This is an optimization exercise on Yosys and OpenROAD, whose aim is small area, a short achievable clock period and few clock cycles per item, not a production implementation. Where RTL was checked, it was by simulation tests only, not by an equivalence proof against the original. Power and IR drop assume default switching activity.

## conv_pe_top
module conv_pe_top (
    input  logic        clk,
    input  logic        rst,
    input  logic        wght_valid_i,
    input  logic [63:0] wght_i,
    output logic        wght_ready_o,
    input  logic        act_valid_i,
    input  logic [63:0] act_i,
    output logic        act_ready_o,
    output logic [23:0] result_o,
    output logic        result_valid_o
);
Size: ~160 I/O pins.
Settings: LEC_CHECK=0, CAP_MARGIN=20, CORE_MARGIN=2, CORE_UTILIZATION=40, SETUP_SLACK_MARGIN=2.8, SLEW_MARGIN=20, SYNTH_HIERARCHICAL=1, SYNTH_MINIMUM_KEEP_SIZE=0; clock period 5.0 ns.
run.sh (not shown) runs the stock make flow with config.mk's settings and CLKGATE_MAP_FILE= SYNTH_SCRIPT=/design/flow/synth_recipe.tcl, a recipe that flattens the netlist after the stock synthesis.
The baseline completed with no timing, DRC or antenna violations.
Testbench counts at the start, summed over its fixed seeds: cycles 8,884, windows 900.
Then changed:
--- a/flow/design.v
+++ b/flow/design.v
@@ -48,40 +48,38 @@
     end
     logic [63:0] wring [9];
     always_ff @(posedge clk) begin
         wring[8] <= wght_acc ? wght_i : wring[0];
         for (int k = 0; k < 8; k++) begin
             wring[k] <= wring[k + 1];
         end
     end
     logic [63:0] aq;
     logic [63:0] wr;
-    always_ff @(posedge clk) begin
-        aq <= act_i;
-    end
-    assign wr = wring[8];
-    logic [7:1] vld_t;
-    logic [7:1] fst_t;
-    logic [7:1] lst_t;
+    assign aq = act_i;
+    assign wr = wring[0];
+    logic [6:1] vld_t;
+    logic [6:1] fst_t;
+    logic [6:1] lst_t;
     logic vld;
     logic fst;
     always_ff @(posedge clk) begin
-        vld_t <= {vld_t[6:1], act_acc};
-        fst_t <= {fst_t[6:1], act_acc & (ph_q == 4'd0)};
+        vld_t <= {vld_t[5:1], act_acc};
+        fst_t <= {fst_t[5:1], act_acc & (ph_q == 4'd0)};
         if (rst) begin
             lst_t <= '0;
         end else begin
-            lst_t <= {lst_t[6:1], act_acc & (ph_q == 4'd8)};
+            lst_t <= {lst_t[5:1], act_acc & (ph_q == 4'd8)};
         end
     end
-    assign vld = vld_t[4];
-    assign fst = fst_t[4];
+    assign vld = vld_t[3];
+    assign fst = fst_t[3];
     logic [22:0] acc_s;
     logic [22:0] acc_c;
     logic [164:0] r1;
     logic [59:0] r2;
     logic [28:0] r3;
     logic fs0;
     logic fc0;
     logic fs1;
     logic fc1;
     logic fs2;
@@ -1986,12 +1984,12 @@
     logic [22:0] sum;
     always_ff @(posedge clk) begin
         lo_q <= {1'b0, ~acc_s[11:0]} + {1'b0, ~acc_c[11:1], 1'b0};
         hi_q <= (~acc_s[22:12]) + (~acc_c[22:12]);
     end
     assign sum[11:0] = lo_q[11:0];
     assign sum[22:12] = hi_q + {10'd0, lo_q[12]};
     always_ff @(posedge clk) begin
         result_o <= sum[22] ? 24'd0 : {1'b0, sum[22:0]};
     end
-    assign result_valid_o = lst_t[7];
+    assign result_valid_o = lst_t[6];
 endmodule
What happened: Final cell count shrinks by 1.5%. Global-route usage grows by 1.2 points. Die area shrinks by 3.5%. Synthesized area shrinks by about 3.6%. Cell area grows by about 0.8%. Routed wire length grows by about 3.4%. Worst setup slack loses 0.0076 ns. Critical path depth is unchanged. Clock skew grows by 0.0070 ns. Count of clock-buffer cells in the layout shrinks by 5.
Only the layout flow was run in the second run of this note; the RTL was not checked for function there.

the previous run:
conv_pe_top again, from the RTL that the note above started with.
Settings: LEC_CHECK=0, CAP_MARGIN=20, CORE_MARGIN=2, CORE_UTILIZATION=40, SETUP_SLACK_MARGIN=2.8, SLEW_MARGIN=20, SYNTH_HIERARCHICAL=1, SYNTH_MINIMUM_KEEP_SIZE=0; clock period 5.0 ns.
standard.sh (not shown) runs the stock make flow with config.mk's settings and CLKGATE_MAP_FILE= SYNTH_SCRIPT=/design/flow/synth_recipe.tcl, a recipe that flattens the netlist after the stock synthesis.
==> flow/flow/run.sh <==
#!/bin/bash
# The standard layout, with two resizer settings changed: cells may be
# swapped for ones of another footprint during repair, and the port buffers
# are plain buffers instead of the smallest-area (delay) buffer.
set -euo pipefail
bash standard.sh MATCH_CELL_FOOTPRINT=0 "BUFFER_PORTS_ARGS=-buffer_cell sky130_fd_sc_hd__buf_2" finish > make.log 2>&1
Testbench counts of the previous run, summed over its fixed seeds: cycles 8,884, windows 900.
Input-level comparison between the current run and the previous run:
--- a/flow/design.v
+++ b/flow/design.v
@@ -49,38 +49,36 @@
     logic [63:0] wring [9];
     always_ff @(posedge clk) begin
         wring[8] <= wght_acc ? wght_i : wring[0];
         for (int k = 0; k < 8; k++) begin
             wring[k] <= wring[k + 1];
         end
     end
     logic [63:0] aq;
     logic [63:0] wr;
-    always_ff @(posedge clk) begin
-        aq <= act_i;
-    end
-    assign wr = wring[8];
-    logic [7:1] vld_t;
-    logic [7:1] fst_t;
-    logic [7:1] lst_t;
+    assign aq = act_i;
+    assign wr = wring[0];
+    logic [6:1] vld_t;
+    logic [6:1] fst_t;
+    logic [6:1] lst_t;
     logic vld;
     logic fst;
     always_ff @(posedge clk) begin
-        vld_t <= {vld_t[6:1], act_acc};
-        fst_t <= {fst_t[6:1], act_acc & (ph_q == 4'd0)};
+        vld_t <= {vld_t[5:1], act_acc};
+        fst_t <= {fst_t[5:1], act_acc & (ph_q == 4'd0)};
         if (rst) begin
             lst_t <= '0;
         end else begin
-            lst_t <= {lst_t[6:1], act_acc & (ph_q == 4'd8)};
+            lst_t <= {lst_t[5:1], act_acc & (ph_q == 4'd8)};
         end
     end
-    assign vld = vld_t[4];
-    assign fst = fst_t[4];
+    assign vld = vld_t[3];
+    assign fst = fst_t[3];
     logic [22:0] acc_s;
     logic [22:0] acc_c;
     logic [164:0] r1;
     logic [59:0] r2;
     logic [28:0] r3;
     logic fs0;
     logic fc0;
     logic fs1;
     logic fc1;
@@ -1987,11 +1985,11 @@
     always_ff @(posedge clk) begin
         lo_q <= {1'b0, ~acc_s[11:0]} + {1'b0, ~acc_c[11:1], 1'b0};
         hi_q <= (~acc_s[22:12]) + (~acc_c[22:12]);
     end
     assign sum[11:0] = lo_q[11:0];
     assign sum[22:12] = hi_q + {10'd0, lo_q[12]};
     always_ff @(posedge clk) begin
         result_o <= sum[22] ? 24'd0 : {1'b0, sum[22:0]};
     end
-    assign result_valid_o = lst_t[7];
+    assign result_valid_o = lst_t[6];
 endmodule
### Flow results
Going from the previous run to the current run, count of instances resized after the clock tree is built grew by more than 10%. On register-to-register setup slack, the previous run tracks the current run almost exactly. Looking at slew of the pin with the lowest slew margin, the current run sits 89 ps above the previous run. Delta (the current run minus the previous run): detail-routed via count per cell has increased; final period utilization rose by 0.31 points; placed instance count shows a reduction of about 2.2%; post-layout net count essentially unchanged. Measured against each other, the current run and the previous run differ in overall via count from detail_route, the higher figure coming from the previous run. Taking the previous run over the current run, the area used by sequential logic in the layout ratio works out to 1.08. Between the previous run and the current run, the flow reports combinational power increasing by more than 10%.
No functional check of the RTL was part of the current run.

[afterwards: timing with drivers on the ports]
The flow's constraints put no driver on any port. The routed layouts listed below were extracted and timed again, unchanged, in two steps. Step 1 (the two cells are an assumption about what drives the block):
set clk [get_ports {clk}]
set_driving_cell -lib_cell sky130_fd_sc_hd__clkbuf_16 $clk
set_driving_cell -lib_cell sky130_fd_sc_hd__buf_2 [delete_from_list [all_inputs] $clk]
Step 2 times the ports against the registers' clock, not the clock port: input delays grow and output delays shrink by t, the midpoint of the rising clock arrivals with the driver on. Three values: ideal, step 1, step 2; two values: the first two.
| run | shift t [ns] | setup WS [ns] | pins driven straight from the clock port |
|---|---|---|---|
| the first run of note 1 | 0.703 | 2.695 / 2.695 / 2.185 | 1 |
| the second run of note 1 | 0.727 | 2.688 / 2.685 / 1.958 | 1 |
| the previous run | 0.714 | 2.707 / 2.707 / 2.289 | 1 |
| the current run | 0.724 | 2.692 / 2.676 / 1.951 | 1 |
After both steps setup and hold are still met in every run listed. The setup slack of the current run, which loses most, moves by -0.016 ns with the drivers and by -0.741 ns with both steps.
